From an optimization exercise on the open Yosys and OpenROAD flow, aimed at small area and a short achievable clock period; shortcuts taken in it are not production practice.
At most, simulation tests tie the RTL to the original design; equivalence was not proved.

==> inputs of job 3086 <==
==> flow/design.v (excerpt) <==
module scope_top (
  input  logic       clk_AD,
  input  logic       reset,
  input  logic [7:0] data_in,
  input  logic       trigger,
  input  logic       wb_cyc,
  input  logic       wb_stb,
  input  logic [9:0] wb_adr,
  output logic       wb_ack,
  output logic [7:0] wb_dat,
  output logic       capturing,
  output logic [3:0] vopp_hundreds,
  output logic [3:0] vopp_tens,
  output logic [3:0] vopp_units
);
export LEC_CHECK = 0
export ABC_CLOCK_PERIOD_IN_PS = 2500
export CAP_MARGIN = 20
export CORE_MARGIN = 2
export CORE_UTILIZATION = 65
export CTS_CLUSTER_DIAMETER = 100
export CTS_CLUSTER_SIZE = 25
export SETUP_SLACK_MARGIN = 3.0
export SLEW_MARGIN = 20
export SYNTH_MEMORY_MAX_BITS = 8192
create_clock -name core_clock -period 5.8 [get_ports {clk_AD}]
run.sh (not shown) runs the stock make flow with config.mk's settings and CLKGATE_MAP_FILE= SYNTH_SCRIPT=/design/flow/synth_recipe.tcl, a recipe that flattens the netlist after the stock synthesis.
==> job 2917: changes against job 3086 <==
--- a/flow/design.v
+++ b/flow/design.v
@@ -37,245 +37,105 @@
   output logic       wb_ack,
   output logic [7:0] wb_dat,
   output logic       capturing,
   output logic [3:0] vopp_hundreds,
   output logic [3:0] vopp_tens,
   output logic [3:0] vopp_units
 );
   localparam int FRAME_LEN = 640;
-  localparam int NB        = FRAME_LEN / 4;
+  localparam int NB        = FRAME_LEN / 2;
   localparam logic [7:0] SEED_LEVEL = 8'd112;
   logic [9:0] wr_adr;
   logic       trig_ok;
   logic       last_wr;
-  logic       cap_n;      
-  logic [9:0] wr_adr_n;   
   assign trig_ok = !capturing && trigger && data_in[7];
   assign last_wr = capturing && (wr_adr == 10'(FRAME_LEN - 1));
-  always_comb begin
+  always_ff @(posedge clk_AD) begin
     if (reset) begin
-      cap_n = 1'b0;
+      capturing <= 1'b0;
     end else if (trig_ok) begin
-      cap_n = 1'b1;
+      capturing <= 1'b1;
     end else if (last_wr) begin
-      cap_n = 1'b0;
-    end else begin
-      cap_n = capturing;
-    end
-    if (trig_ok) begin
-      wr_adr_n = '0;
-    end else if (capturing) begin
-      wr_adr_n = wr_adr + 1'b1;
-    end else begin
-      wr_adr_n = wr_adr;
+      capturing <= 1'b0;
     end
   end
   always_ff @(posedge clk_AD) begin
-    capturing <= cap_n;
-    wr_adr    <= wr_adr_n;
-  end
-  logic [1:0] ph;
-  logic [1:0] ph_n;
-  logic [3:0] m;          
-  logic [3:1] pv;         
-  logic [3:1] pv_n;
-  logic [9:0] pa [4];     
-  logic [7:0] pd [4];     
-  logic       m0_r;       
-  logic       live0_r;    
-  logic [3:1] mp_r;       
-  logic       pend_r;     
-  logic [9:0] bank_hi_r;  
-  logic [15:0] bank_lo_r;  
-  logic [1:0] st_r;       
-  logic [3:1] mp_n;
-  logic [7:0] bank_n;
-  logic [1:0] st_n;
-  assign pa[0] = wr_adr;
-  assign pd[0] = data_in;
-  assign ph_n  = ph + 1'b1;
-  assign m[0]   = m0_r && !reset;
-  assign m[3:1] = mp_r;
-  assign pv_n[1] = capturing && !reset && !m[0];
-  assign pv_n[2] = pv[1] && !m[1];
-  assign pv_n[3] = pv[2] && !m[2];
-  assign mp_n[1] = pv_n[1] && (pa[0][1:0] == ph_n);
-  assign mp_n[2] = pv_n[2] && (pa[1][1:0] == ph_n);
-  assign mp_n[3] = pv_n[3] && (pa[2][1:0] == ph_n);
-  always_comb begin
-    if (mp_n[3]) begin
-      bank_n = pa[2][9:2];
-      st_n   = 2'd3;
-    end else if (mp_n[2]) begin
-      bank_n = pa[1][9:2];
-      st_n   = 2'd2;
-    end else if (mp_n[1]) begin
-      bank_n = pa[0][9:2];
-      st_n   = 2'd1;
-    end else begin
-      bank_n = wr_adr_n[9:2];
-      st_n   = 2'd1;
+    if (trig_ok) begin
+      wr_adr <= '0;
+    end else if (capturing) begin
+      wr_adr <= wr_adr + 1'b1;
     end
   end
+  logic       ph;
+  logic       pend_v;
+  logic [9:0] pend_adr;
+  logic [7:0] pend_dat;
+  logic       now_ok;
+  assign now_ok = wr_adr[0] ^ ph;
   always_ff @(posedge clk_AD) begin
-    ph      <= ph_n;
-    pv      <= pv_n;
-    pa[1]   <= pa[0];
-    pa[2]   <= pa[1];
-    pa[3]   <= pa[2];
-    pd[1]   <= pd[0];
-    pd[2]   <= pd[1];
-    pd[3]   <= pd[2];
-    m0_r    <= cap_n && (wr_adr_n[1:0] == ph_n);
-    live0_r <= cap_n && (wr_adr_n[1:0] == ph_n) && (wr_adr_n[9:2] == 8'd0);
-    mp_r    <= mp_n;
-    pend_r  <= |mp_n;
-    for (int i = 0; i < 10; i++) bank_hi_r[i] <= (bank_n[7:4] == 4'(i));
-    for (int i = 0; i < 16; i++) bank_lo_r[i] <= (bank_n[3:0] == 4'(i));
-    st_r    <= st_n;
+    ph       <= ~ph;
+    pend_v   <= capturing && !now_ok;
+    pend_adr <= wr_adr;
+    pend_dat <= data_in;
   end
   logic       ins_en;
-  logic [9:0] ins_hi;     
+  logic [8:0] ins_bank;
   logic [7:0] ins_dat;
-  logic       live0;      
-  assign ins_en   = pend_r || m[0];
-  assign ins_hi   = bank_hi_r & {10{ins_en}};
-  assign live0    = live0_r && !reset;
-  always_comb begin
-    if (!pend_r) begin
-      ins_dat = pd[0];
-    end else if (st_r == 2'd3) begin
-      ins_dat = pd[3];
-    end else if (st_r == 2'd2) begin
-      ins_dat = pd[2];
-    end else begin
-      ins_dat = pd[1];
-    end
-  end
-  logic [7:0] words [4*NB];
+  assign ins_en   = pend_v || (capturing && now_ok);
+  assign ins_bank = pend_v ? pend_adr[9:1] : wr_adr[9:1];
+  assign ins_dat  = pend_v ? pend_dat : data_in;
+  logic [NB-1:0] ins_sel;
+  logic [7:0] words [2*NB];
   for (genvar b = 0; b < NB; b++) begin : g_bank
-    logic [7:0] p0;
-    logic [7:0] p1;
-    logic [7:0] p2;
-    logic [7:0] p3;
-    logic       sel;
-    logic [7:0] din;
-    if (b == 0) begin : g_live
-      assign sel = live0 || (ins_hi[b / 16] && bank_lo_r[b % 16]);
-      assign din = live0 ? pd[0] : ins_dat;
-    end else begin : g_shared
-      assign sel = ins_hi[b / 16] && bank_lo_r[b % 16];
-      assign din = ins_dat;
-    end
+    logic [7:0] q0;
+    logic [7:0] q1;
+    assign ins_sel[b] = ins_en && (ins_bank == 9'(b));
     always_ff @(posedge clk_AD) begin
-      p0 <= p1;
-      p1 <= p2;
-      p2 <= p3;
-      p3 <= sel ? din : p0;
-    end
-    assign words[4*b]   = p0;
-    assign words[4*b+1] = p1;
-    assign words[4*b+2] = p2;
-    assign words[4*b+3] = p3;
-  end
-  localparam int NG = 2;
-  logic [7:0] tr [4][NG][128];
-  logic [7:0] rd_pl [4][NG];   
-  always_comb begin
-    for (int i = 0; i < 4; i++) begin
-      for (int g = 0; g < NG; g++) begin
-        for (int b = 0; b < 128; b++) tr[i][g][b] = (128 * g + b < NB) ? words[4*(128*g+b)+i] : '0;
-        for (int l = 0; l < 7; l++) begin
-          for (int b = 0; b < (128 >> (l + 1)); b++) begin
-            tr[i][g][b] = wb_adr[2+l] ? tr[i][g][2*b+1] : tr[i][g][2*b];
-          end
-        end
-        rd_pl[i][g] = tr[i][g][0];
-      end
+      q1 <= q0;
+      q0 <= ins_sel[b] ? ins_dat : q1;
     end
+    assign words[2*b]   = q0;
+    assign words[2*b+1] = q1;
   end
-  logic       rd_req;
-  logic [3:1] rd_hit;
+  logic [9:0] rd_place;   
+  logic [7:0] rd_word;
+  assign rd_place = {wb_adr[9:1], wb_adr[0] ^ ph};
+  assign rd_word  = (wb_adr < 10'(FRAME_LEN)) ? words[rd_place] : '0;
+  logic rd_req;
+  logic rd_hit;
   assign rd_req = wb_cyc && wb_stb && !wb_ack;
-  for (genvar s = 1; s < 4; s++) begin : g_hit
-    assign rd_hit[s] = pv[s] && (pa[s] == wb_adr);
-  end
+  assign rd_hit = pend_v && (pend_adr == wb_adr);
   always_ff @(posedge clk_AD) begin
     if (reset) begin
       wb_ack <= 1'b0;
     end else begin
       wb_ack <= rd_req;
     end
   end
-  logic [7:0] rd_q [4][NG];
-  logic [7:0] rd_hit_d;
-  logic [1:0] rd_pos;
-  logic       any_hit;
-  logic [7:0] hit_dat;
-  assign rd_pos  = wb_adr[1:0] - ph;
-  assign any_hit = |rd_hit;
-  always_comb begin
-    if (rd_hit[1]) begin
-      hit_dat = pd[1];
-    end else if (rd_hit[2]) begin
-      hit_dat = pd[2];
-    end else begin
-      hit_dat = pd[3];
-    end
-  end
   always_ff @(posedge clk_AD) begin
-    for (int i = 0; i < 4; i++) begin
-      for (int g = 0; g < NG; g++) begin
-        rd_q[i][g] <= (!any_hit && (rd_pos == 2'(i)) && (wb_adr[9] == 1'(g))) ? rd_pl[i][g] : '0;
-      end
-    end
-    rd_hit_d <= any_hit ? hit_dat : '0;
-  end
-  always_comb begin
-    wb_dat = rd_hit_d;
-    for (int i = 0; i < 4; i++) begin
-      for (int g = 0; g < NG; g++) begin
-        wb_dat = wb_dat | rd_q[i][g];
-      end
-    end
+    wb_dat <= rd_hit ? pend_dat : rd_word;
   end
   logic [7:0] max_reg;
   logic [7:0] min_reg;
   logic [7:0] max_nxt;
   logic [7:0] min_nxt;
   logic [7:0] vopp;
-  logic [8:0] up;       
-  logic [8:0] down;     
-  logic       above;    
-  logic       below;    
-  logic [7:0] span;     
   always_comb begin
-    up      = {1'b0, data_in} - {1'b0, min_reg};
-    down    = {1'b0, max_reg} - {1'b0, data_in};
-    above   = down[8];
-    below   = up[8];
-    max_nxt = above ? data_in : max_reg;
-    min_nxt = below ? data_in : min_reg;
-    if (above) begin
-      span = up[7:0];
-    end else if (below) begin
-      span = down[7:0];
-    end else begin
-      span = max_reg - min_reg;
-    end
+    max_nxt = (data_in > max_reg) ? data_in : max_reg;
+    min_nxt = (data_in < min_reg) ? data_in : min_reg;
   end
   always_ff @(posedge clk_AD) begin
     if (reset) begin
       max_reg <= SEED_LEVEL;
       min_reg <= SEED_LEVEL;
       vopp    <= '0;
     end else if (capturing) begin
       if (last_wr) begin
-        vopp    <= span;
+        vopp    <= max_nxt - min_nxt;
         max_reg <= SEED_LEVEL;
         min_reg <= SEED_LEVEL;
       end else begin
         max_reg <= max_nxt;
         min_reg <= min_nxt;
       end
     end
   end
Settings changed: CORE_UTILIZATION 65 to 50, CTS_CLUSTER_DIAMETER 100 to unset, CTS_CLUSTER_SIZE 25 to unset, SETUP_SLACK_MARGIN 3.0 to 2.5.
==> job 6519: changes against job 3086 <==
==> flow/flow/run.sh (new file) <==
#!/bin/bash
# The standard layout (the standard.sh: ORFS synthesis to finish), with one
# change: the resizer may pick any drive strength of a cell when it repairs
# timing and design rules (the platform's MATCH_CELL_FOOTPRINT=1 keeps each
# cell within its own footprint, which in sky130hd rules out upsizing).
# make's full output goes to flow_make.log in the folder this runs in; ORFS's
# per-step logs are under orfs/logs/.
set -euo pipefail
bash standard.sh MATCH_CELL_FOOTPRINT=0 finish > flow_make.log 2>&1
==> flow/standard.sh (new file) <==
#!/bin/bash
# synth_recipe.tcl (not shown) runs the flow's synth.tcl, then flattens the netlist and writes it again
# the make line also repeats each setting of config.mk as NAME=value (left out here)
make -C /OpenROAD-flow-scripts/flow DESIGN_CONFIG=/design/flow/config.mk WORK_HOME=/design/flow/orfs CLKGATE_MAP_FILE= SYNTH_SCRIPT=/design/flow/synth_recipe.tcl "${@:-finish}"
removed: flow/run.sh
==> impl_metrics.env <==
export IMPL_seq_share_pct=59.0
export IMPL_status="finished clean"
export IMPL_overflow=0
export IMPL_rsz0062_at_grt="true"
export IMPL_cts_made_buffers=232
export IMPL_holdPathStages=0
Source of the figures above: job 6519

==> impl_metrics.env <==
export IMPL_status="finished clean"
export IMPL_holdPathStages=0
export IMPL_rsz0062_at_grt="true"
export IMPL_seq_share_pct=58.9
export IMPL_cts_made_buffers=232
Source of the figures above: job 3086

==> impl_metrics.env <==
export IMPL_status="aborted with a tool error"
export IMPL_lastStage="global routing"
export IMPL_error_line="[ERROR GRT-0116] Global routing finished with congestion. Check the congestion regions in the DRC Viewer."
export IMPL_synth_compound_area_share_pct=20.7
export IMPL_overflow=40900
export IMPL_cts_made_buffers=531
export IMPL_synthCells=19100
export IMPL_grt_pass1_wl_mm=2580
Source of the figures above: job 2917

No functional check of the RTL was part of job 2917.

re-timing with driven ports:
No port has a modelled driver above. Below, the same layouts with a new extraction and two added sets of constraints. Step 1: set_driving_cell puts a clkbuf_16 on clk_AD and a buf_2 on each other input, an assumption about the parent block. Step 2 moves the port delays by t, midway between the first and last clock arrival at a register: inputs arrive t later, outputs are due t later. That takes back most of the time a late clock gives input paths. Slacks: no drivers / after step 1 / after step 2; pairs: no drivers / after step 1.
| run | t, ns | setup slack, ns | worst setup path at the end | worst register clock-pin slew, ns | worst data-port slew with drivers (ns) |
|---|---|---|---|---|---|
| job 3086 | 1.034 | 2.572 / 2.453 / 1.473 | input to register | 0.10 / 0.10 | 0.49 |
| job 6519 | 1.013 | 2.675 / 2.417 / 1.404 | input to register | 0.11 / 0.11 | 0.50 |
After both steps every run listed still meets setup and hold. For job 6519, which loses most, drivers alone change the setup slack by -0.258 ns; drivers and shift together by -1.271 ns.
